This design comes from an exercise in tuning for small area, a short achievable clock period and few clock cycles per item on the open sky130 flow, not from production work. In this exercise RTL edits were held to simulation tests only and were not proved equivalent to the original. Power figures rest on the tool's default switching activity, not on a simulated workload.

$ cat flow/config.mk
export PLATFORM = sky130hd
export DESIGN_NAME = mm_top
export DESIGN_NICKNAME = mm_top
export VERILOG_FILES = /design/flow/design.v
export SDC_FILE = /design/flow/constraint.sdc
export NUM_CORES = 4
export LEC_CHECK = 0
export CAP_MARGIN = 20
export CORE_MARGIN = 2
export CORE_UTILIZATION = 40
export SLEW_MARGIN = 20
$ cat flow/constraint.sdc
create_clock -name core_clock -period 7.0 [get_ports {clk_i}]
set_input_delay 1.4000 -clock core_clock [delete_from_list [all_inputs] [get_ports {clk_i}]]
set_output_delay 1.4000 -clock core_clock [all_outputs]
set_load 0.01 [all_outputs]
$ cat flow/design.v
`timescale 1ns/10ps
module mm_load_buffer
(
  input  logic         clk_i,
  input  logic         rst_i,
  input  logic         in_valid_i,
  input  logic [35:0]  in_beat_i,
  output logic         in_ready_o,
  input  logic         busy_i,
  output logic [191:0] job_o,
  output logic         job_start_o
);
  localparam logic [1:0] BeatXRow = 2'd0;
  localparam logic [1:0] BeatWVec = 2'd1;
  localparam logic [1:0] BeatYVec = 2'd2;
  logic [1:0]   beat_kind;
  logic [1:0]   beat_row;
  logic [31:0]  beat_data;
  logic [127:0] x_q;
  logic [31:0]  w_q;
  logic [31:0]  y_q;
  logic [3:0]   x_written_q;
  logic         w_written_q;
  logic         y_written_q;
  logic         all_written;
  logic         accept;
  logic         job_start_q;
  assign beat_kind = in_beat_i[35:34];
  assign beat_row  = in_beat_i[33:32];
  assign beat_data = in_beat_i[31:0];
  assign all_written = (&x_written_q) & w_written_q & y_written_q;
  assign in_ready_o = !busy_i && !all_written;
  assign accept     = in_valid_i && in_ready_o;
  always_ff @(posedge clk_i) begin
    if (rst_i) begin
      x_written_q <= '0;
      w_written_q <= 1'b0;
      y_written_q <= 1'b0;
      job_start_q <= 1'b0;
    end else begin
      job_start_q <= all_written;
      if (all_written) begin
        x_written_q <= '0;
        w_written_q <= 1'b0;
        y_written_q <= 1'b0;
      end else if (accept) begin
        case (beat_kind)
          BeatXRow: x_written_q[beat_row] <= 1'b1;
          BeatWVec: w_written_q <= 1'b1;
          BeatYVec: y_written_q <= 1'b1;
          default: ;
        endcase
      end
    end
  end
  always_ff @(posedge clk_i) begin
    if (accept) begin
      case (beat_kind)
        BeatXRow: x_q[beat_row*32 +: 32] <= beat_data;
        BeatWVec: w_q <= beat_data;
        BeatYVec: y_q <= beat_data;
        default: ;
      endcase
    end
  end
  assign job_o       = {x_q, w_q, y_q};
  assign job_start_o = job_start_q;
endmodule
`timescale 1ns/10ps
module mm_pe_row
#(
  parameter int NumPipeRegs = 1
) (
  input  logic        clk_i,
  input  logic        rst_i,
  input  logic [7:0]  x_i,
  input  logic [7:0]  w_i,
  input  logic [7:0]  y_i,
  input  logic        issue_i,
  input  logic        first_i,
  output logic [19:0] acc_o
);
  localparam int ProdW = 16;
  logic signed [ProdW-1:0] prod_q [NumPipeRegs];
  logic [NumPipeRegs-1:0]  vld_q;
  logic [NumPipeRegs-1:0]  first_q;
  logic signed [19:0]      acc_q;
  logic signed [19:0]      prod_ext;
  logic signed [19:0]      y_ext;
  assign prod_ext = 20'(prod_q[NumPipeRegs-1]);
  assign y_ext    = {{12{y_i[7]}}, y_i};
  always_ff @(posedge clk_i) begin
    if (rst_i) begin
      vld_q   <= '0;
      first_q <= '0;
    end else begin
      vld_q[0]   <= issue_i;
      first_q[0] <= first_i;
      for (int i = 1; i < NumPipeRegs; i++) begin
        vld_q[i]   <= vld_q[i-1];
        first_q[i] <= first_q[i-1];
      end
    end
  end
  always_ff @(posedge clk_i) begin
    prod_q[0] <= $signed(x_i) * $signed(w_i);
    for (int i = 1; i < NumPipeRegs; i++) begin
      prod_q[i] <= prod_q[i-1];
    end
    if (vld_q[NumPipeRegs-1]) begin
      if (first_q[NumPipeRegs-1]) begin
        acc_q <= y_ext + prod_ext;
      end else begin
        acc_q <= acc_q + prod_ext;
      end
    end
  end
  assign acc_o = acc_q;
endmodule
`timescale 1ns/10ps
module mm_engine
#(
  parameter int NumPipeRegs = 1
) (
  input  logic         clk_i,
  input  logic         rst_i,
  input  logic         job_start_i,
  input  logic [191:0] job_i,
  output logic [79:0]  z_o,
  output logic         z_done_o
);
  localparam int ArrayDim = 4;
  localparam int IdxW     = 2;
  logic [IdxW-1:0]      k_q;
  logic                 issue_q;
  logic                 first_issue;
  logic                 last_issue;
  logic [NumPipeRegs:0] done_sr_q;
  logic [127:0]         job_x;
  logic [31:0]          job_w;
  logic [31:0]          job_y;
  assign job_x = job_i[191:64];
  assign job_w = job_i[63:32];
  assign job_y = job_i[31:0];
  assign first_issue = issue_q && (k_q == '0);
  assign last_issue  = issue_q && (k_q == IdxW'(ArrayDim - 1));
  always_ff @(posedge clk_i) begin
    if (rst_i) begin
      issue_q <= 1'b0;
      k_q     <= '0;
    end else if (job_start_i) begin
      issue_q <= 1'b1;
      k_q     <= '0;
    end else if (issue_q) begin
      if (last_issue) begin
        issue_q <= 1'b0;
        k_q     <= '0;
      end else begin
        k_q <= k_q + 1'b1;
      end
    end
  end
  always_ff @(posedge clk_i) begin
    if (rst_i) begin
      done_sr_q <= '0;
    end else begin
      done_sr_q <= {done_sr_q[NumPipeRegs-1:0], last_issue};
    end
  end
  assign z_done_o = done_sr_q[NumPipeRegs];
  for (genvar r = 0; r < ArrayDim; r++) begin : gen_rows
    mm_pe_row #(
      .NumPipeRegs ( NumPipeRegs                   )
    ) i_pe_row (
      .clk_i       ( clk_i                         ),
      .rst_i       ( rst_i                         ),
      .x_i         ( job_x[r*32 + k_q*8 +: 8]      ),
      .w_i         ( job_w[k_q*8 +: 8]             ),
      .y_i         ( job_y[r*8 +: 8]               ),
      .issue_i     ( issue_q                       ),
      .first_i     ( first_issue                   ),
      .acc_o       ( z_o[r*20 +: 20]               )
    );
  end
endmodule
`timescale 1ns/10ps
module mm_z_buffer
(
  input  logic   clk_i,
  input  logic   rst_i,
  input  logic   job_start_i,
  input  logic   z_done_i,
  input  logic [79:0] z_i,
  output logic   z_valid_o,
  output logic [79:0] z_o,
  input  logic   z_ready_i,
  output logic   busy_o
);
  logic [79:0] z_q;
  logic   z_valid_q;
  logic   busy_q;
  logic   handoff;
  assign handoff = z_valid_q && z_ready_i;
  always_ff @(posedge clk_i) begin
    if (rst_i) begin
      z_valid_q <= 1'b0;
      busy_q    <= 1'b0;
    end else begin
      if (z_done_i) begin
        z_valid_q <= 1'b1;
      end else if (handoff) begin
        z_valid_q <= 1'b0;
      end
      if (job_start_i) begin
        busy_q <= 1'b1;
      end else if (handoff) begin
        busy_q <= 1'b0;
      end
    end
  end
  always_ff @(posedge clk_i) begin
    if (z_done_i) begin
      z_q <= z_i;
    end
  end
  assign z_valid_o = z_valid_q;
  assign z_o       = z_q;
  assign busy_o    = busy_q | job_start_i;
endmodule
`timescale 1ns/10ps
module mm_top
#(
  parameter int NumPipeRegs = 1
) (
  input  logic     clk_i,
  input  logic     rst_i,
  input  logic     in_valid_i,
  input  logic [35:0] in_beat_i,
  output logic     in_ready_o,
  output logic     z_valid_o,
  output logic [79:0] z_o,
  input  logic     z_ready_i,
  output logic     busy_o
);
  logic [191:0] job;
  logic   job_start;
  logic [79:0] z_engine;
  logic   z_done;
  mm_load_buffer i_load_buffer (
    .clk_i       ( clk_i      ),
    .rst_i       ( rst_i      ),
    .in_valid_i  ( in_valid_i ),
    .in_beat_i   ( in_beat_i  ),
    .in_ready_o  ( in_ready_o ),
    .busy_i      ( busy_o     ),
    .job_o       ( job        ),
    .job_start_o ( job_start  )
  );
  mm_engine #(
    .NumPipeRegs ( NumPipeRegs )
  ) i_engine (
    .clk_i       ( clk_i       ),
    .rst_i       ( rst_i       ),
    .job_start_i ( job_start   ),
    .job_i       ( job         ),
    .z_o         ( z_engine    ),
    .z_done_o    ( z_done      )
  );
  mm_z_buffer i_z_buffer (
    .clk_i       ( clk_i       ),
    .rst_i       ( rst_i       ),
    .job_start_i ( job_start   ),
    .z_done_i    ( z_done      ),
    .z_i         ( z_engine    ),
    .z_valid_o   ( z_valid_o   ),
    .z_o         ( z_o         ),
    .z_ready_i   ( z_ready_i   ),
    .busy_o      ( busy_o      )
  );
endmodule
$ cat flow/run.sh
#!/bin/bash
# synth_recipe.tcl (not shown) runs the flow's synth.tcl, then flattens the netlist and writes it again
# the make line also repeats each setting of config.mk as NAME=value (left out here)
make -C /OpenROAD-flow-scripts/flow DESIGN_CONFIG=/design/flow/config.mk WORK_HOME=/design/flow/orfs CLKGATE_MAP_FILE= SYNTH_SCRIPT=/design/flow/synth_recipe.tcl finish
==> summary.txt <==
Placed Area around 34000 um2; Port Buf Inserts between 100 and 150; Cell Pwr Density around 280 nW/um2; # rows approximately 100; Total GRT Usage 0.1910; drt pass-1 iters 6; Nets ~3700; Final HPWL DP roughly 58000 um; CTS Buf Count 52; Hold Slack 0.4540 ns; crit-path max cell delay 0.61 ns; postcts setup bufs 0; Worst Min Path Start i_engine.done_sr_q[0]$_SDFF_PP0_; Starting Density 0.4037; unrepaired setup endpoints after global routing false; Layout area overhead 13.66%; reg2reg start i_engine.k_q[0]$_SDFFE_PP0P_; WS Path Type flop to flop; critical path launch point i_engine.k_q[0]$_SDFFE_PP0P_; crit path DAT about 6.6 ns; initial antenna violation count 5; TNS Setup 0 ns; CTS resizes 0; biggest area consumer among synthesized cells edfxtp_1; drt first-iter violations 1863; Final min period between 6 and 7 ns; final setup vio count 0; Mean Syn Cell Area between 10 and 15 um2; FMAX 164.9 MHz; Post-synth EDFFs roughly 350; worst path cell trace buf_4 > o21ai_0 > o21ai_0 > nor2_1 > fa_1 > fa_1 > fa_1 > inv_1 > fa_1 > inv_1 > ha_1 > or2_2 > a21oi_1 > a21oi_1 > and4_1 > a2111oi_0 > a21oi_1 > xnor2_1; most common cell in the netlist inv_1; first-pass GRT wire length between 100000 and 150000 um; outcome timing/DRC/antenna clean; clk root buf clkbuf_16; CP endpoint kind flop; CTS tree yes; Synth Register Bits between 400 and 500; via density per instance a little over 5; Clock Skews 0.01994 ns; top post-synthesis cells by area edfxtp_1, fa_1, ha_1; post-DR wirelength/cell about 18 um; CP max-delay cell a2111oi_0; core area between 70000 and 80000 um2; Slew @ Worst Pin ~1 ns; Worst-Skew Late Latency about 0.62 ns; H-tree depth 2; Core Util, Final 0.4589; die width approximately 290 um; Routed Antenna Nets 0; drt drc 0; syn nets approximately 3600; Synth Flop Type edfxtp_1; cell mode on critical path fa_1; reg2reg path depth 18; RD Place Congestion about 0.86; via count ~22000; Async SR Flop Fraction 0; number of global-route vias before repair 21700; gr ovfl total 0; num ports ~120; Routed WL between 70000 and 80000 um; count of different cell masters after synthesis just under 70; Mapped Cells 3088; Final Slew Violations 0; chip height roughly 290 um; share of cells above drive strength 1 0.05895; Hold Buf Count CTS 0; crit path launch type flop; Syn. warnings 5; final number of hold-violating endpoints 0; Synth Cell Area ~32000 um2; clock buffer depth 3; Clock Pin Slew Worst Setup and Hold Paths 0.06 ns; hold depth 1; fin crit share 0.8662; MaxCap Viol Count 0; Commonest cells post-synth inv_1, edfxtp_1, nand2_1; Hold WC Path Type flop to flop; top cell type's share of synthesized area 0.3319; post-synthesis sequential area ratio 0.3822; Critical Path Fanout Max 25; VDD IR max approximately 0.17 mV; largest net degree at the start of global routing around 130; post-route cell area 36190 um2; max_slew headroom 0.3363; Lkg Pwr ~15 nW; clk sinks 432; worst endpoint required time 7.49 ns; Die ar. about 82000 um2
## through the flow
step / instances / power, mW / setup WS, ns
detailed placement: 4210 / 7.519 / 0.9498
finish: 4308 / 10.31 / 0.9363
CTS: 4307 / 10.42 / 0.9339
global placement: 4210 / 7.480 / 1.037
floorplan: 3088 / 6.673 / 1.064
global route: 4307 / 11.13 / 0.4752
## routing by layer
metal  vias up  GRT usage  routed length, um
met5         -          0                 23
met4         2    0.05537               1948
met3       111    0.02830               5561
met2       662     0.2900              33620
met1     10600     0.2827              36560
li1      10690          -                  -
## worst paths after layout
check / to / slack (ns)
worst min-delay path: i_engine.done_sr_q[1]$_SDFF_PP0_ / 0.45
worst min register to register: i_engine.done_sr_q[1]$_SDFF_PP0_ / 0.45
worst max-delay path: i_engine.gen_rows[2].i_pe_row.prod_q[0][15]$_DFF_P_ / 0.94
worst max register to register: i_engine.gen_rows[2].i_pe_row.prod_q[0][15]$_DFF_P_ / 0.94
## state kept, by name (all words and copies together), names as in the netlist, 2 cells and up
register / cells
i_engine.done_sr_q: 2
i_load_buffer.x_written_q: 4
i_load_buffer.y_q: 32
i_engine.gen_rows.i_pe_row.prod_q: 64
i_load_buffer.x_q: 128
i_engine.k_q: 2
i_engine.gen_rows.i_pe_row.acc_q: 80
i_load_buffer.w_q: 32
i_z_buffer.z_q: 80
## power breakdown
group	total (mW)	switching [mW]	leakage [nW]	internal [mW]
clock	2.84	1.15	0.880	1.70
sequential	3.26	0.158	3.88	3.10
combinational	4.21	2.29	10.5	1.92
total	10.3	3.59	15.3	6.72
## cells by family after synthesis
kind of cell	synth area share
adder cells (fa/ha/maj)	0.2463
AND/OR/NAND/NOR	0.1035
AO/OA/AOI/OAI	0.1195
XOR/XNOR	0.04896
buffers and inverters	0.06876
flip-flops	0.3822
multiplexers	0.03073
## layout make-up
| cell class | instances | area (um2) |
|---|---|---|
| multi-input cells | 2074 | 17530 |
| well taps | 1050 | 1314 |
| inverters | 500 | 1877 |
| repair buffers | 154 | 1474 |
| diodes | 1 | 2.502 |
| fillers | 7378 | 42680 |
| clock inverters | 26 | 299.0 |
| clock buffers | 71 | 1505 |
| flip-flops and latches | 432 | 12190 |
## cells in the final DEF (no fill, tap or decap), drive strengths merged, types with 32 or more instances in the layout
cell	instances
fa	228
xnor2	120
a21oi	128
dfxtp	80
xor2	58
clkdlybuf4s50	122
a21o	70
o21ai	267
inv	503
nor2	162
clkbuf	71
ha	262
and2	96
buf	32
edfxtp	352
nand2	313
## worst max-delay path, delay by kind of cell, from the launching register on
| family | cells | cell delay (ns) |
|---|---|---|
| and+or+nand+nor | 3 | 0.66 |
| adders and majority gates | 5 | 2.32 |
| xor gates and xnor gates | 1 | 0.16 |
| DFF | 1 | 0.53 |
| buffers and inverters | 3 | 0.51 |
| AOI/OAI and AO/OA | 6 | 1.75 |
Testbench counts, summed over its fixed seeds: cycles 7,680, jobs 512.

[re-timing with driven ports]
Ports are ideal in the flow. The routed layout listed here was re-timed in OpenROAD.
Step 1, drivers: a clkbuf_16 drives clk_i and a buf_2 each remaining input, both assumed.
Step 2 moves the port delays by t, midway between the first and last clock arrival at a register: inputs arrive t later, outputs are due t later. That takes back most of the time a late clock gives input paths.
Slacks: no drivers / after step 1 / after step 2; pairs: no drivers / after step 1.
shift t [ns]: 0.669
slack for setup (ns): 0.936 / 0.936 / 0.936
hold WS [ns]: 0.454 / 0.454 / 0.454
latest minus earliest clock arrival (ns): 0.022 / 0.022
worst register clock-pin slew, ns: 0.07 / 0.07
After both steps this run still meets setup and hold. The setup slack of this run moves by 0.000 ns with the drivers and by 0.000 ns with both steps.
